Context: an optimization exercise on an open-source flow, tuned for small area. The choices shown serve that exercise and are no tape-out recipe.
Function was checked by simulation only, so behaviour that the tests miss may differ from the original.
The clock cells of runs 2 to 5 come from the design's own scripts or RTL, not from TritonCTS.
The clock port is modelled as an ideal driver, which makes a skipped or thinned clock tree look cheaper than it is; a real chip needs a root buffer or a tree.
Power figures rest on the tool's default switching activity, not on a simulated workload.

<file path="design/flow/design.v">
package rgbw_pkg;
    localparam logic [7:0] SYNC_BYTE = 8'h55;
    localparam int FRAME_BYTES = 8;
    localparam int FRAME_TIMEOUT = 1024;
    localparam int PWM_PERIOD = 255;
    localparam int BLINK_PERIODS = 4;
    localparam logic [7:0] MODE_OFF = 8'd0;
    localparam logic [7:0] MODE_STEADY = 8'd1;
endpackage
`timescale 1ns/1ps
module spi_byte_receiver (
    input  logic       clk,
    input  logic       reset,
    input  logic       sclk,
    input  logic       mosi,
    input  logic       cs_n,
    output logic [7:0] rx_byte,
    output logic [7:0] shift_reg,
    output logic       byte_done
);
    logic sclk_prev;
    logic [2:0] bit_cnt;
    logic       sclk_rise;
    function automatic logic [2:0] inc(input logic [2:0] a);
        logic c;
        c = 1'b1;
        for (int i = 0; i < 3; i++) begin
            inc[i] = a[i] ^ c;
            c = c & a[i];
        end
    endfunction
    assign sclk_rise = sclk && !sclk_prev;
    assign byte_done = !cs_n && sclk_rise && (bit_cnt == 3'd7);
    assign rx_byte   = {shift_reg[6:0], mosi};
    always_ff @(posedge clk) begin
        if (!reset) begin
            sclk_prev <= 1'b0;
            bit_cnt   <= 3'd0;
        end else begin
            sclk_prev <= sclk;
            if (cs_n) begin
                bit_cnt <= 3'd0;
            end else if (sclk_rise) begin
                bit_cnt <= inc(bit_cnt);
            end
        end
    end
    always_ff @(posedge clk) begin
        if (sclk_rise) begin
            shift_reg <= rx_byte;
        end
    end
endmodule
`timescale 1ns/1ps
module rgbw_frame_dispenser (
    input  logic       clk,
    input  logic       reset,
    input  logic [7:0] rx_byte,
    input  logic [7:0] shift_reg,
    input  logic       byte_done,
    input  logic [7:0] pwm_cnt,
    input  logic       wrap,
    output logic [7:0] red,
    output logic [7:0] green,
    output logic [7:0] blue,
    output logic [7:0] white,
    output logic [1:0] pend_mode,
    output logic       take
);
    logic       skip;
    logic [$clog2(rgbw_pkg::FRAME_BYTES)-1:0]   byte_cnt;
    logic [9:0] gap_cnt;
    logic [9:0] gap_next;
    logic       gap_low_zero;
    logic [7:0] step_sel;
    logic [7:0] intensity_sh;
    logic [2:0] colour_idx_sh;
    logic [7:0] acc;
    logic [1:0] chan;
    logic [7:0] palette_byte;
    logic       value_bit;
    logic       publish;
    function automatic logic [9:0] inc(input logic [9:0] a);
        logic c;
        c = 1'b1;
        for (int i = 0; i < 10; i++) begin
            inc[i] = a[i] ^ c;
            c = c & a[i];
        end
    endfunction
    assign publish = byte_done && (byte_cnt == rgbw_pkg::FRAME_BYTES - 1);
    assign take    = wrap && !skip && (pend_mode != 2'd0);
    always_ff @(posedge clk) begin
        if (!reset) begin
            byte_cnt  <= '0;
            pend_mode <= 2'd0;
        end else begin
            if (publish) begin
                if (rx_byte == rgbw_pkg::MODE_OFF) begin
                    pend_mode <= 2'd3;
                end else if (rx_byte == rgbw_pkg::MODE_STEADY) begin
                    pend_mode <= 2'd1;
                end else begin
                    pend_mode <= 2'd2;
                end
            end else if (wrap) begin
                if (!skip) begin
                    pend_mode <= 2'd0;
                end
            end
            if (byte_done) begin
                if (byte_cnt == '0) begin
                    if (rx_byte == rgbw_pkg::SYNC_BYTE) begin
                        byte_cnt <= 3'(inc({7'd0, byte_cnt}));
                    end
                end else if (byte_cnt == rgbw_pkg::FRAME_BYTES - 1) begin
                    byte_cnt <= '0;
                end else begin
                    byte_cnt <= 3'(inc({7'd0, byte_cnt}));
                end
            end else if (byte_cnt != '0 && gap_cnt == 10'h200) begin
                byte_cnt <= '0;
            end
        end
    end
    always_ff @(posedge clk) begin
        if (publish) begin
            skip <= (pwm_cnt[7:3] == 5'b11111) && !(pwm_cnt[2] && pwm_cnt[1]);
        end else if (wrap) begin
            skip <= 1'b0;
        end
        if (byte_done || byte_cnt == '0) begin
            gap_cnt <= '0;
        end else begin
            gap_cnt <= gap_next;
        end
    end
    assign gap_low_zero = (gap_cnt[8:0] == 9'd0);
    assign gap_next     = {gap_cnt[8:0], gap_cnt[9] ^ gap_cnt[6] ^ gap_low_zero};
    always_ff @(posedge clk) begin
        if (byte_done) begin
            if (byte_cnt == 3'd1) intensity_sh  <= rx_byte;
            if (byte_cnt == 3'd2) colour_idx_sh <= rx_byte[2:0];
        end
    end
    assign chan = byte_cnt[1:0];
    always_comb begin
        case ({colour_idx_sh, chan})
            {3'd1, 2'd0}: palette_byte = 8'hFF;
            {3'd2, 2'd1}: palette_byte = 8'hFF;
            {3'd3, 2'd2}: palette_byte = 8'hFF;
            {3'd4, 2'd3}: palette_byte = 8'hFF;
            {3'd5, 2'd0}: palette_byte = 8'hFF;
            {3'd5, 2'd1}: palette_byte = 8'hA0;
            {3'd5, 2'd3}: palette_byte = 8'h20;
            {3'd6, 2'd1}: palette_byte = 8'hC0;
            {3'd6, 2'd2}: palette_byte = 8'hC0;
            {3'd6, 2'd3}: palette_byte = 8'h40;
            {3'd7, 2'd0}: palette_byte = 8'hC0;
            {3'd7, 2'd2}: palette_byte = 8'hA0;
            {3'd7, 2'd3}: palette_byte = 8'h10;
            default:      palette_byte = 8'h00;
        endcase
    end
    assign step_sel  = {gap_cnt[6:0], !gap_cnt[9] && gap_low_zero};
    assign value_bit = |(step_sel & ((colour_idx_sh == 3'd0) ? shift_reg : palette_byte));
    rgbw_colour_scaler scaler_i (
        .clk       (clk),
        .start     (step_sel[0]),
        .value_bit (value_bit),
        .intensity (intensity_sh),
        .acc       (acc)
    );
    always_ff @(posedge clk) begin
        if (byte_cnt[2] && gap_cnt == 10'h081) begin
            red   <= green;
            green <= blue;
            blue  <= white;
            white <= acc;
        end
    end
endmodule
`timescale 1ns/1ps
module rgbw_colour_scaler (
    input  logic       clk,
    input  logic       start,
    input  logic       value_bit,
    input  logic [7:0] intensity,
    output logic [7:0] acc
);
    logic [7:0] acc_in;
    logic [7:0] addend;
    logic [8:0] sum;
    assign acc_in = start ? 8'd0 : acc;
    assign addend = value_bit ? intensity : 8'd0;
    always_comb begin
        logic c;
        c = value_bit;
        for (int i = 0; i < 8; i++) begin
            sum[i] = acc_in[i] ^ addend[i] ^ c;
            c = (acc_in[i] & addend[i]) | (c & (acc_in[i] ^ addend[i]));
        end
        sum[8] = c;
    end
    always_ff @(posedge clk) begin
        acc <= sum[8:1];
    end
endmodule
`timescale 1ns/1ps
module rgbw_pwm (
    input  logic       clk,
    input  logic       reset,
    input  logic [7:0] red_duty,
    input  logic [7:0] green_duty,
    input  logic [7:0] blue_duty,
    input  logic [7:0] white_duty,
    input  logic [1:0] pend_mode,
    input  logic       take,
    output logic [7:0] pwm_cnt,
    output logic       wrap,
    output logic       led_red,
    output logic       led_green,
    output logic       led_blue,
    output logic       led_white
);
    logic       steady_q;
    logic       blink_q;
    logic [7:0] red_q;
    logic [7:0] green_q;
    logic [7:0] blue_q;
    logic [7:0] white_q;
    logic [$clog2(rgbw_pkg::BLINK_PERIODS)-1:0] blink_cnt;
    logic blink_dark;
    logic leds_on;
    function automatic logic less(input logic [7:0] a, input logic [7:0] b);
        logic lt;
        lt = 1'b0;
        for (int i = 0; i < 8; i++) begin
            lt = (!a[i] && b[i]) || (!a[i] && lt) || (b[i] && lt);
        end
        less = lt;
    endfunction
    function automatic logic [9:0] inc(input logic [9:0] a);
        logic c;
        c = 1'b1;
        for (int i = 0; i < 10; i++) begin
            inc[i] = a[i] ^ c;
            c = c & a[i];
        end
    endfunction
    assign wrap = (pwm_cnt == 8'(rgbw_pkg::PWM_PERIOD - 1));
    always_ff @(posedge clk) begin
        if (!reset) begin
            pwm_cnt    <= 8'd0;
            steady_q   <= 1'b0;
            blink_q    <= 1'b0;
            blink_cnt  <= '0;
            blink_dark <= 1'b0;
        end else if (wrap) begin
            pwm_cnt <= 8'd0;
            if (take) begin
                steady_q <= (pend_mode == 2'd1);
                blink_q  <= (pend_mode == 2'd2);
            end
            if (blink_cnt == rgbw_pkg::BLINK_PERIODS - 1) begin
                blink_cnt  <= '0;
                blink_dark <= !blink_dark;
            end else begin
                blink_cnt <= 2'(inc({8'd0, blink_cnt}));
            end
        end else begin
            pwm_cnt <= 8'(inc({2'd0, pwm_cnt}));
        end
    end
    always_ff @(posedge clk) begin
        if (take) begin
            red_q   <= red_duty;
            green_q <= green_duty;
            blue_q  <= blue_duty;
            white_q <= white_duty;
        end
    end
    assign leds_on = steady_q || (blink_q && !blink_dark);
    assign led_red   = leds_on && less(pwm_cnt, red_q);
    assign led_green = leds_on && less(pwm_cnt, green_q);
    assign led_blue  = leds_on && less(pwm_cnt, blue_q);
    assign led_white = leds_on && less(pwm_cnt, white_q);
endmodule
`timescale 1ns/1ps
module rgbw_led_ctrl (
    input  logic clk,
    input  logic reset,
    input  logic sclk,
    input  logic mosi,
    input  logic cs_n,
    output logic led_red,
    output logic led_green,
    output logic led_blue,
    output logic led_white
);
    logic [7:0] rx_byte;
    logic [7:0] shift_reg;
    logic       byte_done;
    logic [7:0] pwm_cnt;
    logic       wrap;
    logic       take;
    logic [7:0] red;
    logic [7:0] green;
    logic [7:0] blue;
    logic [7:0] white;
    logic [1:0] pend_mode;
    spi_byte_receiver rx_i (
        .clk       (clk),
        .reset     (reset),
        .sclk      (sclk),
        .mosi      (mosi),
        .cs_n      (cs_n),
        .rx_byte   (rx_byte),
        .shift_reg (shift_reg),
        .byte_done (byte_done)
    );
    rgbw_frame_dispenser disp_i (
        .clk       (clk),
        .reset     (reset),
        .rx_byte   (rx_byte),
        .shift_reg (shift_reg),
        .byte_done (byte_done),
        .pwm_cnt   (pwm_cnt),
        .wrap      (wrap),
        .red       (red),
        .green     (green),
        .blue      (blue),
        .white     (white),
        .pend_mode (pend_mode),
        .take      (take)
    );
    rgbw_pwm pwm_i (
        .clk        (clk),
        .reset      (reset),
        .red_duty   (red),
        .green_duty (green),
        .blue_duty  (blue),
        .white_duty (white),
        .pend_mode  (pend_mode),
        .take       (take),
        .pwm_cnt    (pwm_cnt),
        .wrap       (wrap),
        .led_red    (led_red),
        .led_green  (led_green),
        .led_blue   (led_blue),
        .led_white  (led_white)
    );
endmodule
</file>
<file path="design/flow/flow/run.sh">
#!/bin/bash
# The standard layout (standard.sh, ORFS), with these changes:
#  - synthesis: ABC maps the logic with flow/abc_area.script (ABC_AREA is 1
#    in config.mk), an area-oriented script that repeats dch and map -a; and
#    no full/half-adder extraction (ADDER_MAP_FILE empty), so ABC also maps
#    the adders. Registers are mapped exactly as in the standard synthesis.
#  - clock tree synthesis adds no dummy load cells to balance leaf buffers;
#  - the port buffers are the smallest buffer, sky130_fd_sc_hd__buf_1.
# ORFS's scripts are copied unchanged except for the ABC script.
set -euo pipefail
here=$(pwd)
rm -rf "$here/orfs_scripts"
cp -r "$FLOW_HOME/scripts" "$here/orfs_scripts"
cp "$here/flow/abc_area.script" "$here/orfs_scripts/abc_area.script"
export SCRIPTS_DIR="$here/orfs_scripts"
export ADDER_MAP_FILE=""
export CTS_ARGS="-sink_clustering_enable -repair_clock_nets -dont_use_dummy_load -buf_list sky130_fd_sc_hd__clkbuf_4"
export BUFFER_PORTS_ARGS="-buffer_cell sky130_fd_sc_hd__buf_1"
bash standard.sh finish > standard.log 2>&1
</file>
<file path="design/flow/flow/abc_area.script">
strash
dch
map -a
strash
dch
map -a
strash
dch
map -a
strash
dch
map -a
strash
dch
map -a
strash
dch
map -a
strash
dch
map -a
topo
stime -c
dnsize -c
</file>
<file path="design/flow/standard.sh">
#!/bin/bash
# synth_recipe.tcl (not shown) runs the flow's synth.tcl, then flattens the netlist and writes it again
# the make line also repeats each setting of config.mk as NAME=value (left out here)
make -C /OpenROAD-flow-scripts/flow DESIGN_CONFIG=/design/flow/config.mk WORK_HOME=/design/flow/orfs CLKGATE_MAP_FILE= SYNTH_SCRIPT=/design/flow/synth_recipe.tcl "${@:-finish}"
</file>
<file path="design/flow/config.mk">
export PLATFORM = sky130hd
export DESIGN_NAME = rgbw_led_ctrl
export DESIGN_NICKNAME = rgbw_led_ctrl
export VERILOG_FILES = /design/flow/design.v
export SDC_FILE = /design/flow/constraint.sdc
export NUM_CORES = 4
export LEC_CHECK = 0
export ABC_AREA = 1
export CAP_MARGIN = 20
export CORE_MARGIN = 2
export CORE_UTILIZATION = 40
export SLEW_MARGIN = 20
</file>
<file path="design/flow/constraint.sdc">
create_clock -name core_clock -period 10.0 [get_ports {clk}]
set_input_delay 2.0000 -clock core_clock [delete_from_list [all_inputs] [get_ports {clk}]]
set_output_delay 2.0000 -clock core_clock [all_outputs]
set_load 0.01 [all_outputs]
</file>
==> run summary, run 1 <==
Floorplan:
- The row count is 39.
- The die is 113 um wide.
- The die outline area is 0.0128 sq mm.
- 9 I/O pins were placed.
- Once the floorplan was initialized, standard cells occupied 41.4% of the core.
- The area of the placeable core is approximately 0.012 sq mm.
- Measured along the y axis, the die boundary spans 113 um.

Global routing:
- The met2 routing resource usage after global routing is 23.3%.
- Global routing used between 4 and 5% of the available met3 tracks.
- After global routing the overflow that remains totals 0.
- The via count of the first global-routing pass is 2959.
- Entering global routing, the biggest net connects 33 pins.
- The most utilized layer in the global route result is met2.
- The global-route track usage on met1 is 16.9%.
- The number of antenna violations at the first check in global routing is 0.
- The first global-routing pass estimated 13800 um of wire.
- Across every metal layer, demand over resource in global routing totals 14.2%.

Drt:
- The average wire per cell in the routed design is 14.2 um.
- The number of search-and-repair iterations in the first detailed-routing pass is 5.
- In this run, the number of DRC markers left after iteration 0 of detailed routing was approximately 210.
- The vias after detailed routing is approximately 3100.
- Using the TritonRoute via totals, the vias-per-cell ratio works out to 5.26.
- The remaining antenna violation count after routing is 0.
- The total length of routed wires is 8400 um.
- After detailed routing, the number of remaining DRC violations is 0.

Logic synthesis:
- The distinct cell type count of the synthesized netlist is 25.
- The synthesized netlist occupies a cell area of 0.00476 sq mm.
- The number of warnings reported in the yosys synthesis log is 4.
- Summing the areas of all and, or, nand and nor instances in the mapped netlist gives 13.3% of the synthesized area.
- The synthesized netlist devotes 0% of its cell area to adder and majority cells.
- The number of synthesized register bits is 124.
- When the netlist entered floorplanning its net count stood at 429.
- The portion of the post-synthesis area used by sequential elements is about 70%.
- The synthesized netlist devotes between 10% and 20% of its cell area to compound gates.
- After synthesis, the largest family of logic cells by area is simple AND/OR/NAND/NOR gates.
- In the synthesized netlist, the number of instances is around 420.
- The post-synthesis xor/xnor area fraction is around 1.5%.
- Measured against the total synthesized area, the mux share comes to 0%.
- The post-synthesis area per instance is 11.2 sq um.

Pwr:
- The leakage component of the power is 0.00163 uW.
- VDD sags by at most about 75 uV.
- Dividing total power by cell area gives a power density of between 150 and 200 mW/mm^2.

Clock network:
- The later pin in the worst-skew pair is clocked with a latency of 0.50 ns.
- The clock input transition at the sequential cells of the worst setup and hold paths is ~0.10 ns.
- In this run, post-CTS repair resized a total of 0 instances.
- In this run the deepest clock path goes through 2 buffers.
- The library cell used as clock root buffer is sky130_fd_sc_hd__clkbuf_4.
- After clock tree synthesis, the setup repair step added 0 buffers.
- The number of buffers inserted by hold repair at cts is 0.
- The clock tree from TritonCTS is yes.
- Buffers inserted during clock tree synthesis total 17.
- The H-tree was split into 4 levels.
- The clock sink count is around 120.

Critical path:
- The worst reg2reg path depth is 24.
- The launching point of the worst reg2reg path is disp_i.gap_cnt[1].
- The peak fanout along the critical path is 9.
- The endpoint identified for the worst register-to-register timing path is disp_i.scaler_i.acc[6].
- The required arrival time at the worst endpoint is 8.00 ns.
- The element type at the critical path start is a flop.
- The end point of the critical path is led_blue.
- The type of element capturing the critical path is an output pin.
- The signal arrival time at the worst endpoint is around 2.4 ns.
- The most critical setup path has its startpoint at pwm_i.pwm_cnt[2].
- The startpoint-to-endpoint class of the critical path is flop to output pin.
- The minimum setup slack among reg-to-reg paths is between 5 and 6 ns.

Cells and area:
- The total of fill cells in the finished design is 1059.
- Cells with a size suffix above 1 make up 5.11% of the layout.
- The register containing the most flip-flops in the final layout is disp_i.gap_cnt.
- 0 antenna diodes ended up in the layout.
- In the final layout, flip-flops and latches occupy ~0.0033 sq mm.
- The multi-input logic area is roughly 0.0012 sq mm.
- The final-stage net count is 457.
- The library cell used most frequently in the layout, excluding fill and tap cells, is sky130_fd_sc_hd__edfxtp_1.
- The flip-flop count of the largest register after layout is 10.
- Leaving out fill and tap cells, the most frequent cells in the layout are sky130_fd_sc_hd__edfxtp_1 (84), sky130_fd_sc_hd__nor2_1 (60), sky130_fd_sc_hd__clkinv_1 (58), sky130_fd_sc_hd__nand2_1 (45), sky130_fd_sc_hd__dfxtp_1 (40).
- The area growth from synthesis to layout is 7.56%.

Placement:
- The estimated wirelength of the detail-placed design is 5850 um.
- The weighted congestion reported at the end of routability-driven placement is 0.950.
- Input and output buffers added on the ports amount to 8.

Timing:
- The slew at the pin with the worst max-slew slack is 1.05 ns.
- The sum of negative setup slack is 0 ns.
- The clock skew after layout is 0.0326 ns.
- The smallest clock period supported by the final layout is computed as 4.41 ns.
- Headroom to the max-slew limit came out at 30.0%.
- On the final layout, the worst hold slack is 0.409 ns.
- The portion of the clock cycle consumed by the worst path in the final layout is between 40 and 50%.
- Setup violations remaining at the end of the flow were counted as 0.
- Setup repair after global routing left no endpoint under its margin.
- The count of final hold-check violations is 0.
- Based on the critical path, the design can be clocked at up to 227 MHz.
- The max-slew violation count is 0.

Run:
- The number of maximum-capacitance constraint violations is 0.

Run status:
- The run finished with no timing, DRC or antenna violations.

Hold path:
- The worst hold path belongs to the class flop to flop.
## layer usage
layer  vias up  routed length, um
met5         -                  0
met4         0                137
met3        13                323
met2        65               4230
met1      1479               3720
li1       1563                  -
## area by class of cell
cell class              instances  area share, %
inverters                      58           4.25
clock buffers                  17           2.49
well taps                     143           3.49
multi-input cells             242           24.2
repair buffers                  9          0.732
flip-flops and latches        124           64.8
## power breakdown
| group | internal, uW | leakage, uW | switching (uW) | total (uW) |
|---|---|---|---|---|
| clock | 77.6 | 0.0000782 | 142 | 220 |
| combinational | 3.41 | 0.000473 | 7.92 | 11.3 |
| sequential | 545 | 0.00108 | 3.34 | 548 |
| total | 626 | 0.00163 | 153 | 779 |
## worst min-delay path by stage
stage	from	to	slack, ns	cells past startpoint
floorplan	disp_i.red[0]	pwm_i.red_q[0]	0.40	0
global placement	disp_i.red[7]	pwm_i.red_q[7]	0.40	0
detailed placement	disp_i.red[1]	pwm_i.red_q[1]	0.40	0
CTS	disp_i.red[0]	pwm_i.red_q[0]	0.41	0
global route	disp_i.red[0]	pwm_i.red_q[0]	0.42	0
finish	disp_i.red[0]	pwm_i.red_q[0]	0.41	0
## cells in the mapped netlist
library cell,number,area (sq um)
sky130_fd_sc_hd__o211ai_1,2,15.0
sky130_fd_sc_hd__clkinv_1,58,218
sky130_fd_sc_hd__nand2_1,45,169
sky130_fd_sc_hd__a22oi_1,8,60.1
sky130_fd_sc_hd__xor2_1,3,26.3
sky130_fd_sc_hd__nor2_1,60,225
sky130_fd_sc_hd__nand3_1,6,30.0
sky130_fd_sc_hd__nor3b_1,1,7.51
sky130_fd_sc_hd__nor4_1,6,37.5
sky130_fd_sc_hd__a31oi_1,2,12.5
sky130_fd_sc_hd__or2_2,2,12.5
sky130_fd_sc_hd__a21oi_1,27,135
sky130_fd_sc_hd__nor3_1,22,110
sky130_fd_sc_hd__xnor2_1,5,43.8
sky130_fd_sc_hd__dfxtp_1,40,801
sky130_fd_sc_hd__edfxtp_1,84,2520
sky130_fd_sc_hd__a211oi_1,1,7.51
sky130_fd_sc_hd__a221oi_1,5,43.8
sky130_fd_sc_hd__o31ai_1,1,7.51
sky130_fd_sc_hd__a221o_1,1,10.0
sky130_fd_sc_hd__o221ai_1,5,43.8
sky130_fd_sc_hd__nand4_1,7,43.8
sky130_fd_sc_hd__o21ai_0,22,110
sky130_fd_sc_hd__o22ai_1,10,62.6
sky130_fd_sc_hd__a22o_2,1,10.0
## cell families after synthesis
kind of cell	count (synthesis)
compound gates	85
xor+xnor	8
simple gates	149
buf+inv	58
flops	124
## metrics by stage
| step | total power (uW) | util (%) | cells | setup WS [ns] | instance area, sq um |
|---|---|---|---|---|---|
| after global routing | 811 | 44.5 | 593 | 5.24 | 5120 |
| final | 779 | 44.5 | 593 | 5.59 | 5120 |
| after detailed placement | 572 | 43.4 | 576 | 5.32 | 5000 |
| after CTS | 789 | 44.5 | 593 | 5.47 | 5120 |
| after floorplan | 566 | - | 424 | 5.86 | 4760 |
| after global placement | 572 | 43.4 | 576 | 5.43 | 5000 |
## critical path, cell delays in order (launching register included)
cell                       delay (ns)
sky130_fd_sc_hd__dfxtp_1         0.33
sky130_fd_sc_hd__clkinv_1        0.27
sky130_fd_sc_hd__o22ai_1         0.26
sky130_fd_sc_hd__nor2_1          0.07
sky130_fd_sc_hd__a221oi_1        0.22
sky130_fd_sc_hd__nor2_1          0.08
sky130_fd_sc_hd__a221oi_1        0.22
sky130_fd_sc_hd__nor2_1          0.06
sky130_fd_sc_hd__a221oi_1        0.22
sky130_fd_sc_hd__nor2_1          0.07
sky130_fd_sc_hd__buf_1           0.13
==> run 2: changes to the inputs <==
==> design/flow/flow/run.sh (replaced) <==
#!/bin/bash
# The standard layout (standard.sh, ORFS), with these changes:
#  - synthesis: ABC maps the logic with flow/abc_area.script (ABC_AREA is 1
#    in config.mk), an area-oriented script that repeats dch and map -a; and
#    no full/half-adder extraction (ADDER_MAP_FILE empty), so ABC also maps
#    the adders. Registers are mapped exactly as in the standard synthesis.
#  - clock tree: flow/manual_cts.tcl, sourced by ORFS's cts step before
#    clock_tree_synthesis (PRE_CTS_TCL), splits the flip-flops into four
#    groups by placement and gives each group one clkbuf_16 at its centre,
#    driven by the clock port; TritonCTS itself is then skipped. The rest of
#    the cts step (legalisation, timing repair) runs as usual.
#  - the port buffers are the smallest buffer, sky130_fd_sc_hd__buf_1.
# ORFS's scripts are copied unchanged except for the ABC script.
set -euo pipefail
here=$(pwd)
rm -rf "$here/orfs_scripts"
cp -r "$FLOW_HOME/scripts" "$here/orfs_scripts"
cp "$here/flow/abc_area.script" "$here/orfs_scripts/abc_area.script"
export SCRIPTS_DIR="$here/orfs_scripts"
export ADDER_MAP_FILE=""
export PRE_CTS_TCL="$here/flow/manual_cts.tcl"
export MCTS_NBUF=4
export MCTS_CELL=sky130_fd_sc_hd__clkbuf_16
export MCTS_CLK=clk
export BUFFER_PORTS_ARGS="-buffer_cell sky130_fd_sc_hd__buf_1"
bash standard.sh finish > standard.log 2>&1
==> design/flow/flow/manual_cts.tcl (new file) <==
# Hook sourced by ORFS cts.tcl before clock_tree_synthesis (PRE_CTS_TCL).
# Builds a one-level clock tree by hand: the flip-flops are split into
# MCTS_NBUF groups by placement (alternate halving along x and y at the
# median), each group gets one MCTS_CELL clock buffer at its centroid, and
# the clock port drives the buffers. clock_tree_synthesis is then skipped.
set nbuf $::env(MCTS_NBUF)
set cell $::env(MCTS_CELL)
set block [ord::get_db_block]
set db [ord::get_db]
set master [$db findMaster $cell]
set clk_net [$block findNet $::env(MCTS_CLK)]

set sinks {}
foreach it [$clk_net getITerms] {
  set inst [$it getInst]
  set bb [$inst getBBox]
  set x [expr {([$bb xMin] + [$bb xMax]) / 2}]
  set y [expr {([$bb yMin] + [$bb yMax]) / 2}]
  lappend sinks [list $it $x $y]
}
puts "manual_cts: [llength $sinks] sinks, $nbuf x $cell"

proc split_groups {groups n} {
  # groups: list of {axis sinks}; split the largest group at its median
  while {[llength $groups] < $n} {
    set groups [lsort -command {apply {{a b} {expr {[llength [lindex $b 1]] - [llength [lindex $a 1]]}}}} $groups]
    set g [lindex $groups 0]
    set groups [lrange $groups 1 end]
    set axis [lindex $g 0]
    set idx [expr {$axis == 0 ? 1 : 2}]
    set ss [lsort -integer -index $idx [lindex $g 1]]
    set h [expr {[llength $ss] / 2}]
    set na [expr {1 - $axis}]
    lappend groups [list $na [lrange $ss 0 [expr {$h - 1}]]] [list $na [lrange $ss $h end]]
  }
  set out {}
  foreach g $groups { lappend out [lindex $g 1] }
  return $out
}
set groups [split_groups [list [list 0 $sinks]] $nbuf]

set k 0
foreach g $groups {
  set sx 0; set sy 0
  foreach s $g { incr sx [lindex $s 1]; incr sy [lindex $s 2] }
  set cx [expr {$sx / [llength $g]}]
  set cy [expr {$sy / [llength $g]}]
  set inst [odb::dbInst_create $block $master "mcts_buf_$k"]
  set net [odb::dbNet_create $block "mcts_net_$k"]
  $net setSigType CLOCK
  [$inst findITerm A] connect $clk_net
  [$inst findITerm X] connect $net
  foreach s $g {
    set it [lindex $s 0]
    $it disconnect
    $it connect $net
  }
  $inst setLocation $cx $cy
  $inst setPlacementStatus PLACED
  puts "manual_cts: buffer $k at ($cx, $cy) drives [llength $g] sinks"
  incr k
}
$clk_net setSigType CLOCK

set_propagated_clock [all_clocks]
# the tree is built; skip TritonCTS
rename clock_tree_synthesis orig_clock_tree_synthesis
proc clock_tree_synthesis {args} { puts "manual_cts: clock_tree_synthesis skipped" }
==> run 2 against run 1 <==
  * Still clean on timing, DRC and antenna
  * Sequential power about the same
  * Cell count fell by 2.2%
  * Sequential share of layout area up 0.35 points
  * Critical path depth grew 1
  * Critical endpoint is now disp_i.intensity_sh[7]
  * Largest cell class unchanged
  * Highest routed layer unchanged
==> run summary, run 2 <==
Floorplan:
- The area of the placeable core is 0.0115 sq mm (unchanged).
- The die height is 113 um (unchanged).
- The die outline area came to 0.0128 sq mm (unchanged).
- The row count is 39 (unchanged).
- The number of ports placed on the die boundary was 9 (unchanged).
- The die extent in x is 113 um (unchanged).
- The initial standard-cell utilization of the core is 41.4% (unchanged).

Drt:
- The remaining antenna violation count after routing is 0 (unchanged).
- The average wire per cell in the routed design was 14.1 um (-0.18%).
- The residual DRC count is 0 (unchanged).
- The detail-routed via count per cell is 5.24 (-0.35%).
- The number of search-and-repair iterations in the first detailed-routing pass is 4 (-1).
- The vias after detailed routing is 3041 (-2.5%).
- The DRC violation total after the first TritonRoute iteration is 212 (-0.47%).
- The total length of routed wires is 8200 um (-2.4%).

Cells and area:
- The final-stage net count is 444 (-2.8%).
- The layout cell share with drive strength beyond 1 is 2.29% (-2.8 points).
- disp_i.gap_cnt holds more flip-flops than any other register.
- The number of diodes is 0 (unchanged).
- In the layout the commonest cells are sky130_fd_sc_hd__edfxtp_1 (84), sky130_fd_sc_hd__nor2_1 (60), sky130_fd_sc_hd__clkinv_1 (58), sky130_fd_sc_hd__nand2_1 (45), sky130_fd_sc_hd__dfxtp_1 (40).
- The area of all placed cells without fillers is 0.00510 sq mm (-0.54%).
- Leaving out fill and tap cells, the most frequent cell in the layout is sky130_fd_sc_hd__edfxtp_1.
- The synthesis-to-layout area growth is 6.99%.
- The non-filler instance count after layout is 580 (-2.2%).
- The flip-flop count of the largest register after layout came to 10 (unchanged).

Global routing:
- The via count of the first global-routing pass is 2840 (-4.0%).
- The number of antenna violations at the first check in global routing is 0 (unchanged).
- The maximum number of pins on one net before global-route repair was 33 (unchanged).
- The global-route wire length before repair was 13600 um (-1.4%).
- The combined global-route utilization of all metal layers is 12.9% (-1.4 points).
- The global-route congestion overflow total is 0 (unchanged).

Logic synthesis:
- The synthesized net count came to 429 (unchanged).
- The count of flip-flops with a built-in enable after synthesis came to 84 (unchanged).
- The total standard cell area after synthesis is 0.00476 sq mm (unchanged).
- sky130_fd_sc_hd__edfxtp_1 takes more of the synthesized area than any other cell.
- In the synthesized netlist, the cells that appear most often are sky130_fd_sc_hd__edfxtp_1 (84), sky130_fd_sc_hd__nor2_1 (60), sky130_fd_sc_hd__clkinv_1 (58).
- The fraction of synthesized cell area taken by the top area cell type is 52.9% (unchanged).
- The number of warnings reported in the yosys synthesis log was 4 (unchanged).
- The portion of the post-synthesis area used by sequential elements came to 69.7% (unchanged).
- The predominant post-synthesis flop cell is sky130_fd_sc_hd__edfxtp_1.
- The fraction of registers with async set or reset after synthesis is 0% (unchanged).
- The distinct cell type count of the synthesized netlist is 25 (unchanged).
- Yosys instantiated no cell more often than sky130_fd_sc_hd__edfxtp_1.
- The post-synthesis area per instance was 11.2 sq um (unchanged).
- The number of synthesized register bits came to 124 (unchanged).
- In the post-synthesis netlist, the biggest area contributors are sky130_fd_sc_hd__edfxtp_1 (53%), sky130_fd_sc_hd__dfxtp_1 (17%), sky130_fd_sc_hd__nor2_1 (4.7%).
- The post-synthesis cell count is 424 (unchanged).

Critical path:
- The most repeated library cell on the critical path is sky130_fd_sc_hd__clkinv_1.
- STA classifies the critical path endpoint as a flop.
- The signal on the critical path passes through buf_1, clkinv_1, nor2_1, nand2_1, clkinv_1, nand2_1, clkinv_1, nand2_1, nor2_1, clkinv_1, nor3_1.
- The critical path's top delay family is simple AND/OR/NAND/NOR gates.
- The startpoint-to-endpoint class of the critical path is primary input to flop.
- The peak fanout along the critical path was 10 (+1).
- The buffers plus inverters on the worst setup path is 5 (+3).
- The element type at the critical path start is a primary input.
- The signal arrival time at the worst endpoint is 4.27 ns (+1.86 ns).
- Among all stages on the critical path, the largest delay is contributed by sky130_fd_sc_hd__nor3_1.
- The required arrival time at the worst endpoint was 9.80 ns (+1.80 ns).
- The delay of the slowest cell on the worst path is 0.78 ns (+0.45 ns).

Timing:
- The maximum achievable frequency came to 224 MHz (-1.3%).
- The count of final hold-check violations is 0 (unchanged).
- The slew at the pin with the worst max-slew slack is 1.02 ns (-0.0292 ns).
- The portion of the clock cycle consumed by the worst path in the final layout is 44.7% (+0.59 points).
- Setup repair after global routing left no endpoint under its margin.
- The sum of negative setup slack is 0 ns (unchanged).
- The clock skew after layout is 0.00696 ns (-0.0256 ns).
- The final setup violation count is 0 (unchanged).
- The worst relative slew slack is 32.0% (+2.0 points).
- The max-slew violation count was 0 (unchanged).
- The final critical delay including setup and external delays came to 4.47 ns (+0.0594 ns).

Clock network:
- The clock input transition at the sequential cells of the worst setup and hold paths is 0.11 ns (about the same).
- The number of buffers inserted by hold repair at cts is 0 (unchanged).
- The post-CTS setup buffer count was 0 (unchanged).
- The post-CTS resize count is 0 (unchanged).
- The clock latency on the worst-skew pair was 0.17 ns (-0.33 ns).

Placement:
- The total instance count after detailed placement came to 576 (unchanged).
- The estimated wirelength of the detail-placed design came to 5850 um (unchanged).
- The count of port buffers added during placement came to 8 (unchanged).
- The weighted congestion reported at the end of routability-driven placement was 0.950 (unchanged).
- The cell area after placement is 0.00500 sq mm (unchanged).

Pwr:
- The leakage component of the power is 0.00161 uW (-1.8%).
- The maximum resistive drop on vdd is 89.3 uV (+18%).
- The internal portion of total power was 623 uW (-0.49%).
- The part of the total power dissipated in combinational logic came to 1.5% (about the same).
- The reported net switching power is 130 uW (-15%).
- The power share of the sequential group is 72.9% (+2.5 points).
- The proportion of power drawn by the clock network is 25.6% (-2.6 points).
- The power density over the cells is 148 mW/mm^2 (-2.9%).
- The switching power as a share of total power is 17.2% (-2.4 points).

Run status:
- The flow ran to the end and the layout has no timing, DRC or antenna violations.

Run:
- The number of maximum-capacitance constraint violations is 0 (unchanged).

Hold path:
- The type of the tightest min-delay check is flop to flop.
run 2: cell counts after synthesis:
Identical to the previous run, type by type.
run 2: metrics by stage:
stage | worst slack (ns) | hold WS (ns) | util [%] | total power [uW]
final | 5.53 | 0.430 | 44.3 | 752
after global routing | 5.22 | 0.437 | 44.3 | 777
after CTS | 5.52 | 0.431 | 44.3 | 757
after detailed placement | 5.32 | 0.405 | 43.4 | 572
after global placement | 5.43 | 0.403 | 43.4 | 572
after floorplan | 5.86 | 0.400 | - | 566
run 2: worst register-to-register path: cells and delay by family (launching register included):
kind | cells | cell delay [ns]
xor+xnor | 1 | 0.18
simple gates | 16 | 2.27
compound gates | 3 | 0.56
buf+inv | 4 | 0.81
flops | 1 | 0.34
run 2: final timing paths:
check / start / slack [ns] / cells after the start / to
worst max-delay path: sclk / 5.53 / 11 / disp_i.intensity_sh[7]
worst min-delay path: disp_i.red[1] / 0.43 / 0 / pwm_i.red_q[1]
worst max register to register: disp_i.gap_cnt[1] / 5.76 / 24 / disp_i.scaler_i.acc[6]
worst min register to register: disp_i.red[1] / 0.43 / 0 / pwm_i.red_q[1]
run 2: logic make-up (layout without fill, tap and decap cells):
kind of cell / after synthesis / after routing / synth area share, %
buffers and inverters: 58 / 71 / 4.57
and+or+nand+nor: 149 / 149 / 13.3
AOI/OAI and AO/OA: 85 / 85 / 10.9
DFF: 124 / 124 / 69.7
xor gates and xnor gates: 8 / 8 / 1.47
run 2: power groups by stage:
stage                     clock (uW)  sequential, uW  combinational [uW]
after floorplan                    0             558                7.74
after global placement             0             560                11.4
after detailed placement           0             560                11.7
after CTS                        197             548                11.7
after global routing             215             549                13.4
final                            193             548                11.4
run 2: layer usage:
| layer | GRT usage (%) | vias up | part of all wire (%) |
|---|---|---|---|
| met3 | 0.696 | 8 | 3.3 |
| met1 | 17.6 | 1449 | 45 |
| li1 | - | 1532 | - |
| met2 | 23.0 | 52 | 50 |
| met4 | 2.36 | 0 | 1.5 |
| met5 | 0 | - | 0 |
run 2: final cells by class:
| class | instances | area (sq um) |
|---|---|---|
| Fill cell | 1057 | 6420 |
| Sequential cell | 124 | 3320 |
| Multi-Input combinational cell | 242 | 1240 |
| Inverter | 58 | 218 |
| Tap cell | 143 | 179 |
| Buffer | 4 | 100 |
| Timing Repair Buffer | 9 | 37.5 |
==> run 3: changes to the inputs <==
--- a/design/flow/design.v
+++ b/design/flow/design.v
@@ -70,12 +70,14 @@
     logic       skip;
     logic [$clog2(rgbw_pkg::FRAME_BYTES)-1:0]   byte_cnt;
     logic [9:0] gap_cnt;
+    localparam logic [9:0] GAP_POL = 10'h2AA;
+    logic [9:0] gap_q;
     logic [9:0] gap_next;
     logic       gap_low_zero;
     logic [7:0] step_sel;
     logic [7:0] intensity_sh;
     logic [2:0] colour_idx_sh;
-    logic [7:0] acc;
+    logic [7:0] acc_n;
     logic [1:0] chan;
     logic [7:0] palette_byte;
     logic       value_bit;
@@ -130,11 +132,12 @@
             skip <= 1'b0;
         end
         if (byte_done || byte_cnt == '0) begin
-            gap_cnt <= '0;
+            gap_q <= GAP_POL;
         end else begin
-            gap_cnt <= gap_next;
+            gap_q <= gap_next ^ GAP_POL;
         end
     end
+    assign gap_cnt      = gap_q ^ GAP_POL;
     assign gap_low_zero = (gap_cnt[8:0] == 9'd0);
     assign gap_next     = {gap_cnt[8:0], gap_cnt[9] ^ gap_cnt[6] ^ gap_low_zero};
     always_ff @(posedge clk) begin
@@ -169,14 +172,14 @@
         .start     (step_sel[0]),
         .value_bit (value_bit),
         .intensity (intensity_sh),
-        .acc       (acc)
+        .acc_n     (acc_n)
     );
     always_ff @(posedge clk) begin
         if (byte_cnt[2] && gap_cnt == 10'h081) begin
             red   <= green;
             green <= blue;
             blue  <= white;
-            white <= acc;
+            white <= acc_n;
         end
     end
 endmodule
@@ -186,12 +189,12 @@
     input  logic       start,
     input  logic       value_bit,
     input  logic [7:0] intensity,
-    output logic [7:0] acc
+    output logic [7:0] acc_n
 );
     logic [7:0] acc_in;
     logic [7:0] addend;
     logic [8:0] sum;
-    assign acc_in = start ? 8'd0 : acc;
+    assign acc_in = start ? 8'd0 : ~acc_n;
     assign addend = value_bit ? intensity : 8'd0;
     always_comb begin
         logic c;
@@ -203,7 +206,7 @@
         sum[8] = c;
     end
     always_ff @(posedge clk) begin
-        acc <= sum[8:1];
+        acc_n <= ~sum[8:1];
     end
 endmodule
 `timescale 1ns/1ps
@@ -232,11 +235,11 @@
     logic [$clog2(rgbw_pkg::BLINK_PERIODS)-1:0] blink_cnt;
     logic blink_dark;
     logic leds_on;
-    function automatic logic less(input logic [7:0] a, input logic [7:0] b);
+    function automatic logic less(input logic [7:0] a, input logic [7:0] b_n);
         logic lt;
         lt = 1'b0;
         for (int i = 0; i < 8; i++) begin
-            lt = (!a[i] && b[i]) || (!a[i] && lt) || (b[i] && lt);
+            lt = (!a[i] && !b_n[i]) || (!a[i] && lt) || (!b_n[i] && lt);
         end
         less = lt;
     endfunction
==> run 3 against run 2 <==
  * Still clean
  * Cell count down 4.1%
  * Sequential power about the same
  * Fmax up 6.4%
  * Worst setup slack better by 0.27 ns
  * Synthesized cell count down 5.7%
  * Critical path depth unchanged
  * Clock power about the same
  * Register-to-register slack better by 0.07 ns
  * Die area down 1.6%
  * Sequential cell count unchanged
  * Utilization down 0.27 points
  * Critical path type unchanged
==> run summary, run 3 <==
Floorplan:
- The die outline area was 0.0126 sq mm (-1.6%).
- The row count is 39 (unchanged).
- The die height is 112 um (-0.80%).
- The area of the placeable core is 0.0114 sq mm (-0.85%).
- The initial standard-cell utilization of the core is 41.0% (-0.34 points).
- The number of ports placed on the die boundary is 9 (unchanged).
- The die extent in x was 112 um (-0.80%).

Logic synthesis:
- The predominant post-synthesis flop cell is sky130_fd_sc_hd__edfxtp_1.
- The fraction of registers with async set or reset after synthesis was 0% (unchanged).
- The number of synthesized register bits is 124 (unchanged).
- The post-synthesis area per instance is 11.7 sq um (+4.2%).
- The fraction of synthesized cell area taken by the top area cell type came to 53.8% (+0.89 points).
- The portion of the post-synthesis area used by sequential elements is 70.9% (+1.2 points).
- By area the synthesized netlist is led by sky130_fd_sc_hd__edfxtp_1 (54%), sky130_fd_sc_hd__dfxtp_1 (17%), sky130_fd_sc_hd__nor2_1 (4.5%).
- Among all cell types in the netlist, the one instantiated most often is sky130_fd_sc_hd__edfxtp_1.
- The post-synthesis cell count is 400 (-5.7%).
- Sorting the synthesized cells by how often they occur yields sky130_fd_sc_hd__edfxtp_1 (84), sky130_fd_sc_hd__nor2_1 (56), sky130_fd_sc_hd__nand2_1 (41).
- The distinct cell type count of the synthesized netlist is 27 (+8.0%).
- sky130_fd_sc_hd__edfxtp_1 takes more of the synthesized area than any other cell.
- The total standard cell area after synthesis is 0.00469 sq mm (-1.7%).
- The synthesized net count is 405 (-5.6%).
- The number of warnings reported in the yosys synthesis log was 4 (unchanged).
- The count of flip-flops with a built-in enable after synthesis came to 84 (unchanged).

Cells and area:
- The flip-flop count of the largest register after layout is 10 (unchanged).
- From synthesis to final layout, the design area changed by 7.21%.
- The library cell used most frequently in the layout, excluding fill and tap cells, is sky130_fd_sc_hd__edfxtp_1.
- The register containing the most flip-flops in the final layout is disp_i.gap_q.
- The number of diodes is 0 (unchanged).
- The final-stage net count came to 420 (-5.4%).
- The total of fill cells in the finished design is 1065 (+0.76%).
- The non-filler instance count after layout came to 556 (-4.1%).
- The fraction of the core area covered by cells at the end of the flow came to 44.0% (-0.27 points).
- The layout cell share with drive strength beyond 1 is 3.63% (+1.3 points).
- In the layout the commonest cells are sky130_fd_sc_hd__edfxtp_1 (84), sky130_fd_sc_hd__nor2_1 (56), sky130_fd_sc_hd__nand2_1 (41), sky130_fd_sc_hd__clkinv_1 (40), sky130_fd_sc_hd__dfxtp_1 (40).

Drt:
- The vias after detailed routing was 2895 (-4.8%).
- The remaining antenna violation count after routing is 0 (unchanged).
- The DRC violation total after the first TritonRoute iteration was 199 (-6.1%).
- The detail-routed via count per cell is 5.21 (-0.69%).
- The total length of routed wires is 7870 um (-4.0%).
- The residual DRC count came to 0 (unchanged).
- The number of search-and-repair iterations in the first detailed-routing pass was 4 (unchanged).
- The average wire per cell in the routed design is 14.2 um (+0.12%).

Clock network:
- The clock input transition at the sequential cells of the worst setup and hold paths was 0.11 ns (about the same).
- The post-CTS resize count is 0 (unchanged).
- The clock latency on the worst-skew pair is 0.17 ns (about the same).
- The number of buffers inserted by hold repair at cts is 0 (unchanged).
- The post-CTS setup buffer count is 0 (unchanged).

Pwr:
- The internal portion of total power is 623 uW (about the same).
- The power density over the cells is 150 mW/mm^2 (+1.6%).
- The proportion of power drawn by the clock network is 25.8% (+0.2 points).
- The power share of the sequential group is 72.9% (about the same).
- The switching power as a share of total power is 17.3% (+0.12 points).
- The part of the total power dissipated in combinational logic came to 1.3% (-0.2 points).
- The leakage component of the power is 0.00154 uW (-4.3%).
- The reported net switching power came to 131 uW (+0.88%).
- The power consumption is 754 uW (+0.16%).
- The maximum resistive drop on vdd is 149 uV (+67%).

Timing:
- The maximum achievable frequency is 238 MHz (+6.4%).
- The sum of negative setup slack was 0 ns (unchanged).
- The post-layout worst setup margin came to 5.80 ns (+0.268 ns).
- The final setup violation count came to 0 (unchanged).
- The max-slew violation count was 0 (unchanged).
- The final critical delay including setup and external delays was 4.20 ns (-0.268 ns).
- The worst relative slew slack is 28.1% (-3.9 points).
- Setup repair after global routing left no endpoint under its margin.
- The slew at the pin with the worst max-slew slack is 1.08 ns (+0.0578 ns).
- The clock skew after layout is 0.00796 ns (+0.00100 ns).
- The count of final hold-check violations is 0 (unchanged).
- The portion of the clock cycle consumed by the worst path in the final layout is 42.0% (-2.7 points).

Global routing:
- The combined global-route utilization of all metal layers is 12.5% (-0.34 points).
- The via count of the first global-routing pass is 2858 (+0.63%).
- The global-route wire length before repair came to 13400 um (-2.0%).
- The number of antenna violations at the first check in global routing is 0 (unchanged).
- The global-route congestion overflow total is 0 (unchanged).
- The maximum number of pins on one net before global-route repair is 33 (unchanged).

Run:
- The number of maximum-capacitance constraint violations is 0 (unchanged).

Placement:
- The estimated wirelength of the detail-placed design is 5570 um (-4.9%).
- The total instance count after detailed placement was 552 (-4.2%).
- The setup slack at placement is 5.18 ns (-0.140 ns).
- The weighted congestion reported at the end of routability-driven placement came to 0.896 (-5.6%).
- The count of port buffers added during placement is 8 (unchanged).

Critical path:
- The peak fanout along the critical path is 10 (unchanged).
- The critical path in this run is classified as primary input to flop.
- The type of element capturing the critical path is a flop.
- The required arrival time at the worst endpoint is 9.82 ns (+0.02 ns).
- The signal arrival time at the worst endpoint is 4.02 ns (-0.25 ns).
- The element type at the critical path start is a primary input.

Hold path:
- The type of the tightest min-delay check is flop to flop.

Run status:
- The flow ran to the end and the layout has no timing, DRC or antenna violations.
[run 3: final timing paths]
check                   from                        to  slack, ns  depth (start not counted)
max                     sclk    disp_i.intensity_sh[7]       5.80                         11
min          disp_i.gap_q[8]           disp_i.gap_q[9]       0.42                          1
max reg2reg  disp_i.gap_q[4]  disp_i.scaler_i.acc_n[6]       5.83                         20
min reg2reg  disp_i.gap_q[8]           disp_i.gap_q[9]       0.42                          1
[run 3: power groups by stage]
stage          Clock (uW)  Sequential, uW  Combinational, uW
6_report              194             550               9.54
5_1_grt               220             551               10.9
4_1_cts               199             550               9.67
3_5_place_dp            0             562               9.71
3_3_place_gp            0             561               9.31
2_1_floorplan           0             560               6.53
[run 3: cells by family (layout without fill, tap and decap cells)]
family / Yosys count / count (layout) / share of synthesized area (%)
AOI/OAI and AO/OA: 91 / 91 / 11.8
DFF: 124 / 124 / 70.9
buffers and inverters: 40 / 53 / 3.20
xor gates and xnor gates: 9 / 9 / 1.68
and+or+nand+nor: 136 / 136 / 12.4
[run 3: final cells by class]
class,count,area (sq um),area share [%]
Tap cell,143,179,3.56
Buffer,4,100,1.99
Multi-Input combinational cell,236,1230,24.6
Inverter,40,150,2.99
Sequential cell,124,3320,66.2
Timing Repair Buffer,9,37.5,0.747
[run 3: critical path: stages]
cell	delay, ns
sky130_fd_sc_hd__buf_1	0.07
sky130_fd_sc_hd__clkinv_1	0.07
sky130_fd_sc_hd__nor2_1	0.54
sky130_fd_sc_hd__nand2_1	0.12
sky130_fd_sc_hd__clkinv_1	0.10
sky130_fd_sc_hd__nand2_1	0.05
sky130_fd_sc_hd__clkinv_1	0.06
sky130_fd_sc_hd__nand2_1	0.06
sky130_fd_sc_hd__nor2_1	0.23
sky130_fd_sc_hd__clkinv_1	0.19
sky130_fd_sc_hd__nor3_2	0.51
[run 3: through the flow]
step / hold slack (ns) / instance area [sq um]
detailed placement: 0.392 / 4920
finish: 0.416 / 5020
global route: 0.436 / 5020
floorplan: 0.366 / 4690
CTS: 0.419 / 5020
global placement: 0.386 / 4920
[run 3: layer usage]
metal  share of wire (%)  global-route usage [%]
met1                  45                    16.8
met2                  50                    23.0
met3                 3.6                    1.08
met4                 1.3                    1.46
met5                   0                       0
==> run 4: changes to the inputs <==
--- a/design/flow/design.v
+++ b/design/flow/design.v
@@ -79,7 +79,7 @@
     logic [2:0] colour_idx_sh;
     logic [7:0] acc_n;
     logic [1:0] chan;
-    logic [7:0] palette_byte;
+    logic       pal_ff, pal_b7, pal_b6, pal_b5, pal_b4;
     logic       value_bit;
     logic       publish;
     function automatic logic [9:0] inc(input logic [9:0] a);
@@ -148,25 +148,21 @@
     end
     assign chan = byte_cnt[1:0];
     always_comb begin
-        case ({colour_idx_sh, chan})
-            {3'd1, 2'd0}: palette_byte = 8'hFF;
-            {3'd2, 2'd1}: palette_byte = 8'hFF;
-            {3'd3, 2'd2}: palette_byte = 8'hFF;
-            {3'd4, 2'd3}: palette_byte = 8'hFF;
-            {3'd5, 2'd0}: palette_byte = 8'hFF;
-            {3'd5, 2'd1}: palette_byte = 8'hA0;
-            {3'd5, 2'd3}: palette_byte = 8'h20;
-            {3'd6, 2'd1}: palette_byte = 8'hC0;
-            {3'd6, 2'd2}: palette_byte = 8'hC0;
-            {3'd6, 2'd3}: palette_byte = 8'h40;
-            {3'd7, 2'd0}: palette_byte = 8'hC0;
-            {3'd7, 2'd2}: palette_byte = 8'hA0;
-            {3'd7, 2'd3}: palette_byte = 8'h10;
-            default:      palette_byte = 8'h00;
-        endcase
+        logic [4:0] sel;
+        sel = {colour_idx_sh, chan};
+        pal_ff = (sel == {3'd1, 2'd0}) || (sel == {3'd2, 2'd1}) || (sel == {3'd3, 2'd2}) ||
+                 (sel == {3'd4, 2'd3}) || (sel == {3'd5, 2'd0});
+        pal_b7 = (sel == {3'd5, 2'd1}) || (sel == {3'd6, 2'd1}) || (sel == {3'd6, 2'd2}) ||
+                 (sel == {3'd7, 2'd0}) || (sel == {3'd7, 2'd2});
+        pal_b6 = (sel == {3'd6, 2'd1}) || (sel == {3'd6, 2'd2}) || (sel == {3'd7, 2'd0}) ||
+                 (sel == {3'd6, 2'd3});
+        pal_b5 = (sel == {3'd5, 2'd1}) || (sel == {3'd7, 2'd2}) || (sel == {3'd5, 2'd3});
+        pal_b4 = (sel == {3'd7, 2'd3});
     end
     assign step_sel  = {gap_cnt[6:0], !gap_cnt[9] && gap_low_zero};
-    assign value_bit = |(step_sel & ((colour_idx_sh == 3'd0) ? shift_reg : palette_byte));
+    assign value_bit = (colour_idx_sh == 3'd0) ? |(step_sel & shift_reg) :
+                       pal_ff || (step_sel[7] && pal_b7) || (step_sel[6] && pal_b6) ||
+                       (step_sel[5] && pal_b5) || (step_sel[4] && pal_b4);
     rgbw_colour_scaler scaler_i (
         .clk       (clk),
         .start     (step_sel[0]),
--- a/design/flow/config.mk
+++ b/design/flow/config.mk
@@ -8,5 +8,5 @@
 export ABC_AREA = 1
 export CAP_MARGIN = 20
 export CORE_MARGIN = 2
-export CORE_UTILIZATION = 40
+export CORE_UTILIZATION = 70
 export SLEW_MARGIN = 20
==> run 4 against run 3 <==
  * Sequential power about the same
  * Total power fell by 0.93%
  * Final area down 2.1%
  * Fmax fell by 9.3%
  * Worst setup slack worse by 0.43 ns
  * Cell count shrank 12%
  * Synthesized cell count down 0.25%
  * Utilization rose by 33 points
  * Routed wire length shrank 2.2%
  * Critical path depth stayed put
  * Critical endpoint is now disp_i.intensity_sh[1]
  * Highest routed layer unchanged
==> run summary, run 4 <==
Cells and area:
- The final-stage net count was 419 (-0.24%).
- The flip-flop count of the largest register after layout came to 10 (unchanged).
- In the layout the commonest cells are sky130_fd_sc_hd__edfxtp_1 (84), sky130_fd_sc_hd__nor2_1 (51), sky130_fd_sc_hd__clkinv_1 (48), sky130_fd_sc_hd__nand2_1 (48), sky130_fd_sc_hd__dfxtp_1 (40).
- The layout cell share with drive strength beyond 1 came to 2.67% (-0.96 points).
- The number of diodes is 0 (unchanged).
- The area growth from synthesis to layout is 5.36%.
- The fraction of the core area covered by cells at the end of the flow came to 77.0% (+33 points).
- The register with the most flip-flops in the final layout is disp_i.gap_q.
- The most common library cell in the layout ignoring fill and taps is sky130_fd_sc_hd__edfxtp_1.

Placement:
- The count of port buffers added during placement is 8 (unchanged).
- The setup slack at placement is 5.13 ns (-0.0504 ns).
- The weighted congestion reported at the end of routability-driven placement came to 0.907 (+1.1%).
- The estimated wirelength of the detail-placed design came to 5670 um (+1.9%).

Pwr:
- The leakage component of the power is 0.00155 uW (+0.76%).
- The maximum resistive drop on vdd came to 165 uV (+11%).
- The power share of the sequential group is 73.7% (+0.8 points).
- The internal portion of total power is 623 uW (about the same).
- The proportion of power drawn by the clock network is 25.1% (-0.7 points).
- The power density over the cells is 152 mW/mm^2 (+1.2%).
- The switching power as a share of total power is 16.6% (-0.72 points).
- The part of the total power dissipated in combinational logic was 1.2% (about the same).
- The reported net switching power was 124 uW (-5.1%).

Logic synthesis:
- The post-synthesis xor/xnor area fraction is 1.50% (-0.18 points).
- The count of flip-flops with a built-in enable after synthesis is 84 (unchanged).
- The total standard cell area after synthesis is 0.00467 sq mm (-0.37%).
- Among all flip-flop cells after synthesis, the most frequent one is sky130_fd_sc_hd__edfxtp_1.
- The most common cell in the netlist is sky130_fd_sc_hd__edfxtp_1.
- The post-synthesis cell count came to 399 (-0.25%).
- Ranked by instance count, the synthesized netlist is headed by sky130_fd_sc_hd__edfxtp_1 (84), sky130_fd_sc_hd__nor2_1 (51), sky130_fd_sc_hd__clkinv_1 (48), sky130_fd_sc_hd__nand2_1 (48), sky130_fd_sc_hd__dfxtp_1 (40).
- The fraction of synthesized cell area taken by the top area cell type is 54.0% (+0.20 points).
- The share of synthesized cell area in full adder, half adder and majority cells is 0% (unchanged).
- The fraction of the mapped netlist area in simple logic gates is 12.1% (-0.30 points).
- The distinct cell type count of the synthesized netlist is 26 (-3.7%).
- The mux share of post-synthesis cell area is 0% (unchanged).
- By area the synthesized netlist is led by sky130_fd_sc_hd__edfxtp_1 (54%), sky130_fd_sc_hd__dfxtp_1 (17%), sky130_fd_sc_hd__nor2_1 (4.1%).
- The number of synthesized register bits is 124 (unchanged).
- The number of warnings reported in the yosys synthesis log is 4 (unchanged).
- The synthesized net count came to 404 (-0.25%).
- By area, the combinational part of the netlist is dominated by simple AND/OR/NAND/NOR gates.
- The cell type contributing the most total cell area after synthesis is sky130_fd_sc_hd__edfxtp_1.
- The post-synthesis area per instance is 11.7 sq um (-0.12%).
- The share of the synthesized area in compound gates (AO/OA/AOI/OAI) is 11.3% (-0.44 points).
- The fraction of registers with async set or reset after synthesis is 0% (unchanged).
- The portion of the post-synthesis area used by sequential elements was 71.2% (+0.27 points).

Drt:
- The number of search-and-repair iterations in the first detailed-routing pass is 4 (unchanged).
- The remaining antenna violation count after routing is 0 (unchanged).
- The detail-routed via count per cell is 5.91 (+13%).
- The residual DRC count came to 0 (unchanged).
- The average wire per cell in the routed design is 15.7 um (+11%).
- The DRC violation total after the first TritonRoute iteration was 125 (-37%).
- The vias after detailed routing is 2889 (-0.21%).
- The total length of routed wires came to 7700 um (-2.2%).

Timing:
- The final setup violation count is 0 (unchanged).
- The sum of negative setup slack is 0 ns (unchanged).
- The post-layout worst setup margin is 5.37 ns (-0.432 ns).
- The portion of the clock cycle consumed by the worst path in the final layout is 46.3% (+4.3 points).
- The count of final hold-check violations is 0 (unchanged).
- The maximum achievable frequency is 216 MHz (-9.3%).
- The clock skew after layout came to 0.00944 ns (+0.00148 ns).
- The worst relative slew slack was 29.6% (+1.5 points).
- Setup repair after global routing left no endpoint under its margin.
- The slew at the pin with the worst max-slew slack was 1.05 ns (-0.0287 ns).
- The max-slew violation count was 0 (unchanged).
- The final critical delay including setup and external delays is 4.63 ns (+0.432 ns).

Clock network:
- The clock latency on the worst-skew pair is 0.17 ns (about the same).
- The number of buffers inserted by hold repair at cts came to 0 (unchanged).
- The post-CTS setup buffer count is 0 (unchanged).
- The post-CTS resize count is 0 (unchanged).
- The clock input transition at the sequential cells of the worst setup and hold paths is 0.11 ns (about the same).

Floorplan:
- The die outline area is 0.00734 sq mm (-42%).
- The area of the placeable core is 0.00639 sq mm (-44%).
- The die extent in x is 85.7 um (-24%).
- The die height came to 85.7 um (-24%).
- The number of ports placed on the die boundary is 9 (unchanged).
- The initial standard-cell utilization of the core came to 73.1% (+32 points).
- The row count is 29 (-26%).

Global routing:
- The global-route wire length before repair came to 12700 um (-5.2%).
- The maximum number of pins on one net before global-route repair came to 33 (unchanged).
- The global-route congestion overflow total is 0 (unchanged).
- The number of antenna violations at the first check in global routing is 0 (unchanged).
- The via count of the first global-routing pass is 2753 (-3.7%).
- The combined global-route utilization of all metal layers is 21.5% (+9.0 points).

Critical path:
- The signal arrival time at the worst endpoint is 4.43 ns (+0.41 ns).
- The required arrival time at the worst endpoint is 9.80 ns (-0.02 ns).
- The worst setup path is captured at a flop.
- The peak fanout along the critical path is 10 (unchanged).
- The element type at the critical path start is a primary input.
- The startpoint-to-endpoint class of the critical path is primary input to flop.
- The launching point of the worst reg2reg path is disp_i.gap_q[6].
- The worst reg2reg path depth is 22 (+10%).
- The minimum setup slack among reg-to-reg paths is 6.19 ns (+0.36 ns).
- The worst register-to-register path ends at disp_i.scaler_i.acc_n[5].

Run:
- The number of maximum-capacitance constraint violations came to 0 (unchanged).

Hold path:
- The cell count of the worst hold path was 1 (unchanged).
- The startpoint identified for the worst hold timing path is disp_i.gap_q[8].
- For hold timing, the worst endpoint is disp_i.gap_q[9].
- The path class of the tightest hold or removal check is flop to flop.

Run status:
- The flow ran to the end and the layout has no timing, DRC or antenna violations.
-- run 4: changes by cell type in the layout (fill, tap and decap cells not counted), sizes merged, moves of 5 or more --
cell	change
clkinv	+8
nand2	+7
nor3	-7
nand3	+5
nor2	-5
-- run 4: cells by family (layout without fill, tap and decap cells) --
family / Yosys count / in the layout
buf+inv: 48 / 61
flops: 124 / 124
xor+xnor: 8 / 8
compound gates: 85 / 85
simple gates: 134 / 134
-- run 4: layout make-up --
| class | count | area (sq um) |
|---|---|---|
| Multi-Input combinational cell | 227 | 1180 |
| Fill cell | 422 | 1470 |
| Inverter | 48 | 180 |
| Timing Repair Buffer | 9 | 37.5 |
| Tap cell | 77 | 96.3 |
| Buffer | 4 | 100 |
| Sequential cell | 124 | 3320 |
-- run 4: power groups by stage --
stage | logic (uW) | clock network [uW] | registers (uW)
detailed placement | 9.29 | 0 | 562
global placement | 8.85 | 0 | 562
CTS | 9.31 | 190 | 550
finish | 9.28 | 187 | 550
global route | 10.7 | 201 | 551
floorplan | 6.42 | 0 | 560
-- run 4: worst max path at each step --
stage / slack, ns / end / cells past startpoint / start
final: 5.37 / disp_i.intensity_sh[1] / 11 / sclk
after global routing: 5.04 / disp_i.intensity_sh[2] / 11 / sclk
after CTS: 5.32 / disp_i.intensity_sh[1] / 11 / sclk
after detailed placement: 5.13 / disp_i.intensity_sh[2] / 11 / sclk
after global placement: 5.39 / disp_i.intensity_sh[6] / 11 / sclk
after floorplan: 5.84 / disp_i.intensity_sh[0] / 10 / sclk
-- run 4: worst max-delay path: stages --
cell	delay (ns)
sky130_fd_sc_hd__buf_1	0.08
sky130_fd_sc_hd__clkinv_1	0.07
sky130_fd_sc_hd__nor2_1	0.59
sky130_fd_sc_hd__nand2_1	0.12
sky130_fd_sc_hd__clkinv_1	0.10
sky130_fd_sc_hd__nand2_1	0.06
sky130_fd_sc_hd__clkinv_1	0.06
sky130_fd_sc_hd__nand2_1	0.06
sky130_fd_sc_hd__nor2_1	0.22
sky130_fd_sc_hd__clkinv_1	0.22
sky130_fd_sc_hd__nor3_1	0.84
-- run 4: routing by layer --
metal / share of wire, % / wire length (um) / track usage (%)
met5: 0 / 0 / 0
met3: 2.9 / 225 / 1.44
met2: 51 / 3920 / 39.2
met1: 44 / 3350 / 28.7
met4: 2.6 / 201 / 5.05
-- run 4: stage by stage --
step | hold WS [ns] | std cells | area, sq um | power [uW]
final | 0.424 | 489 | 4920 | 747
after global routing | 0.428 | 489 | 4920 | 763
after CTS | 0.422 | 489 | 4920 | 750
after detailed placement | 0.397 | 485 | 4820 | 571
after global placement | 0.370 | 485 | 4820 | 571
after floorplan | 0.366 | 399 | 4670 | 566
==> run 5: changes to the inputs <==
--- a/design/flow/flow/run.sh
+++ b/design/flow/flow/run.sh
@@ -1,7 +1,8 @@
 #!/bin/bash
 # The standard layout (standard.sh, ORFS), with these changes:
 #  - synthesis: ABC maps the logic with flow/abc_area.script (ABC_AREA is 1
-#    in config.mk), an area-oriented script that repeats dch and map -a; and
+#    in config.mk), an area-oriented script that repeats &dch and &nf -a
+#    and finishes with dch and map -a; and
 #    no full/half-adder extraction (ADDER_MAP_FILE empty), so ABC also maps
 #    the adders. Registers are mapped exactly as in the standard synthesis.
 #  - clock tree: flow/manual_cts.tcl, sourced by ORFS's cts step before
==> design/flow/flow/abc_area.script (replaced) <==
strash
&get -n
&dch
&nf -a
&put
strash
&get -n
&dch
&nf -a
&put
strash
&get -n
&dch
&nf -a
&put
strash
&get -n
&dch
&nf -a
&put
strash
&get -n
&dch
&nf -a
&put
strash
&get -n
&dch
&nf -a
&put
strash
dch
map -a
topo
stime -c
dnsize -c
==> run 5 against run 4 <==
  * Clock power barely moved
  * Die area decreased by 0.41%
  * Largest power group unchanged
  * Clock skew down 0.0026 ns
  * Routed wire length up 1.6%
==> run summary, run 5 <==
Clock network:
- The clock input transition at the sequential cells of the worst setup and hold paths is 0.11 ns (about the same).

Cells and area:
- The layout cell share with drive strength beyond 1 is 3.72% (+1.1 points).

Floorplan:
- The die extent in x is 85.5 um (-0.20%).
- The die height is 85.5 um (-0.20%).
- The number of ports placed on the die boundary is 9 (unchanged).
- The die outline area is 0.00731 sq mm (-0.41%).
- The initial standard-cell utilization of the core was 72.8% (-0.31 points).

Drt:
- In this run the top signal layer used is met4.
- The vias after detailed routing is 2873 (-0.55%).
- The detail-routed via count per cell is 5.99 (+1.3%).
- The DRC violation total after the first TritonRoute iteration was 155 (+24%).

Pwr:
- The internal portion of total power was 623 uW (about the same).
- The proportion of power drawn by the clock network is 25.1% (about the same).
- The maximum resistive drop on vdd came to 176 uV (+6.5%).

Critical path:
- The signal arrival time at the worst endpoint is 4.30 ns (-0.13 ns).
- The buffers plus inverters on the worst setup path is 5 (unchanged).
- The path length in cells of the critical path is 11 (unchanged).
- The critical path goes through buf_1, clkinv_1, nor2_1, nand2_1, clkinv_1, nand2_1, clkinv_1, nand2_1, nor2_1, clkinv_1, nor3_1.

Global routing:
- The global-route congestion overflow total is 0 (unchanged).
- The combined global-route utilization of all metal layers is 22.5% (+0.98 points).
- The global-route wire length before repair is 13200 um (+4.4%).

Timing:
- The sum of negative setup slack is 0 ns (unchanged).
- The max-slew violation count came to 0 (unchanged).
- The clock skew after layout was 0.00680 ns (-0.00264 ns).
- The worst relative slew slack came to 32.6% (+3.0 points).

Logic synthesis:
- The fraction of the mapped netlist area in simple logic gates was 12.9% (+0.78 points).
- The share of synthesized cell area in full adder, half adder and majority cells is 0% (unchanged).
- After synthesis, the largest family of logic cells by area is simple AND/OR/NAND/NOR gates.
- The most common cell in the netlist is sky130_fd_sc_hd__edfxtp_1.
- The fraction of synthesized cell area taken by the top area cell type came to 54.3% (+0.23 points).
- The synthesized net count is 395 (-2.2%).

Run status:
- The run finished with no timing, DRC or antenna violations.

Run:
- The number of maximum-capacitance constraint violations was 0 (unchanged).

Hold path:
- The cell count of the worst hold path is 1 (unchanged).
[run 5: cell count changes in the layout (fill, tap and decap cells not counted), moves of 4 or more]
cell	delta
sky130_fd_sc_hd__nand4_1	+4
sky130_fd_sc_hd__nor2_1	+9
sky130_fd_sc_hd__a21oi_1	-6
sky130_fd_sc_hd__nand3_1	-6
sky130_fd_sc_hd__clkinv_1	-11
sky130_fd_sc_hd__xnor2_1	-6
sky130_fd_sc_hd__xor2_1	+6
[run 5: through the flow]
| step | instances | power, uW | cell area, sq um | worst slack, ns | utilization, % |
|---|---|---|---|---|---|
| 2_1_floorplan | 390 | 566 | 4650 | 5.86 | - |
| 3_3_place_gp | 476 | 571 | 4800 | 5.42 | 75.1 |
| 3_5_place_dp | 476 | 571 | 4800 | 5.29 | 75.1 |
| 4_1_cts | 480 | 747 | 4900 | 5.47 | 76.7 |
| 5_1_grt | 480 | 766 | 4900 | 5.12 | 76.7 |
| 6_report | 480 | 747 | 4900 | 5.50 | 76.7 |
[run 5: logic make-up after synthesis]
kind of cell / Yosys count
buffers and inverters: 37
and+or+nand+nor: 141
DFF: 124
AOI/OAI and AO/OA: 80
xor gates and xnor gates: 8
[run 5: final cells by class]
type	instances	area, sq um
sequential	124	3320
buffer	4	100
multi-input combinational	229	1200
fill	432	1490
timing repair buffer	9	37.5
tap	77	96.3
inverter	37	139
[run 5: worst min-delay path by stage]
stage,start,endpoint,slack [ns]
after floorplan,disp_i.gap_q[2],disp_i.gap_q[3],0.38
after global placement,disp_i.gap_q[2],disp_i.gap_q[3],0.39
after detailed placement,disp_i.gap_q[2],disp_i.gap_q[3],0.39
after CTS,disp_i.gap_q[2],disp_i.gap_q[3],0.42
after global routing,disp_i.red[7],pwm_i.red_q[7],0.44
final,disp_i.gap_q[2],disp_i.gap_q[3],0.42
[run 5: per-layer routing]
metal  vias to the layer above  GRT usage, %
met2                        54          41.3
met4                         0          4.47
li1                       1445             -
met3                         9          1.64
met5                         -             0
met1                      1365          30.1
[run 5: power groups by stage]
stage / Sequential, uW / Combinational [uW] / Clock (uW)
after global routing: 551 / 10.8 / 204
after CTS: 550 / 9.35 / 188
after detailed placement: 562 / 9.32 / 0
final: 550 / 9.31 / 188
after floorplan: 560 / 6.41 / 0
after global placement: 562 / 8.91 / 0
[run 5: worst reg2reg max path, stage by stage (launching register included)]
cell and delay, ns:
sky130_fd_sc_hd__dfxtp_1 0.36, sky130_fd_sc_hd__clkinv_1 0.11, sky130_fd_sc_hd__nor2_1 0.18, sky130_fd_sc_hd__nand4_1 0.20
sky130_fd_sc_hd__nor4_1 0.35, sky130_fd_sc_hd__clkinv_1 0.15, sky130_fd_sc_hd__nor2_1 0.64, sky130_fd_sc_hd__a221oi_1 0.18
sky130_fd_sc_hd__o211ai_1 0.20, sky130_fd_sc_hd__nand2_1 0.18, sky130_fd_sc_hd__clkinv_1 0.14, sky130_fd_sc_hd__nand2_1 0.07
sky130_fd_sc_hd__or3_2 0.43, sky130_fd_sc_hd__nand2_1 0.13, sky130_fd_sc_hd__nand2_1 0.06, sky130_fd_sc_hd__nand2_1 0.10
sky130_fd_sc_hd__nand2_1 0.06, sky130_fd_sc_hd__nand2_1 0.09, sky130_fd_sc_hd__nand2_1 0.06, sky130_fd_sc_hd__nand2_1 0.09
sky130_fd_sc_hd__nand2_1 0.07, sky130_fd_sc_hd__nand2_1 0.11, sky130_fd_sc_hd__xor2_1 0.14

Re-timed with assumed drivers on the ports (clkbuf_16 on the clock, buf_2 on other inputs), run 5 has 5.562 ns of setup slack against 5.500 ns with ideal ports, and 5.314 ns once port delays also move by the mid clock arrival of 0.247 ns.
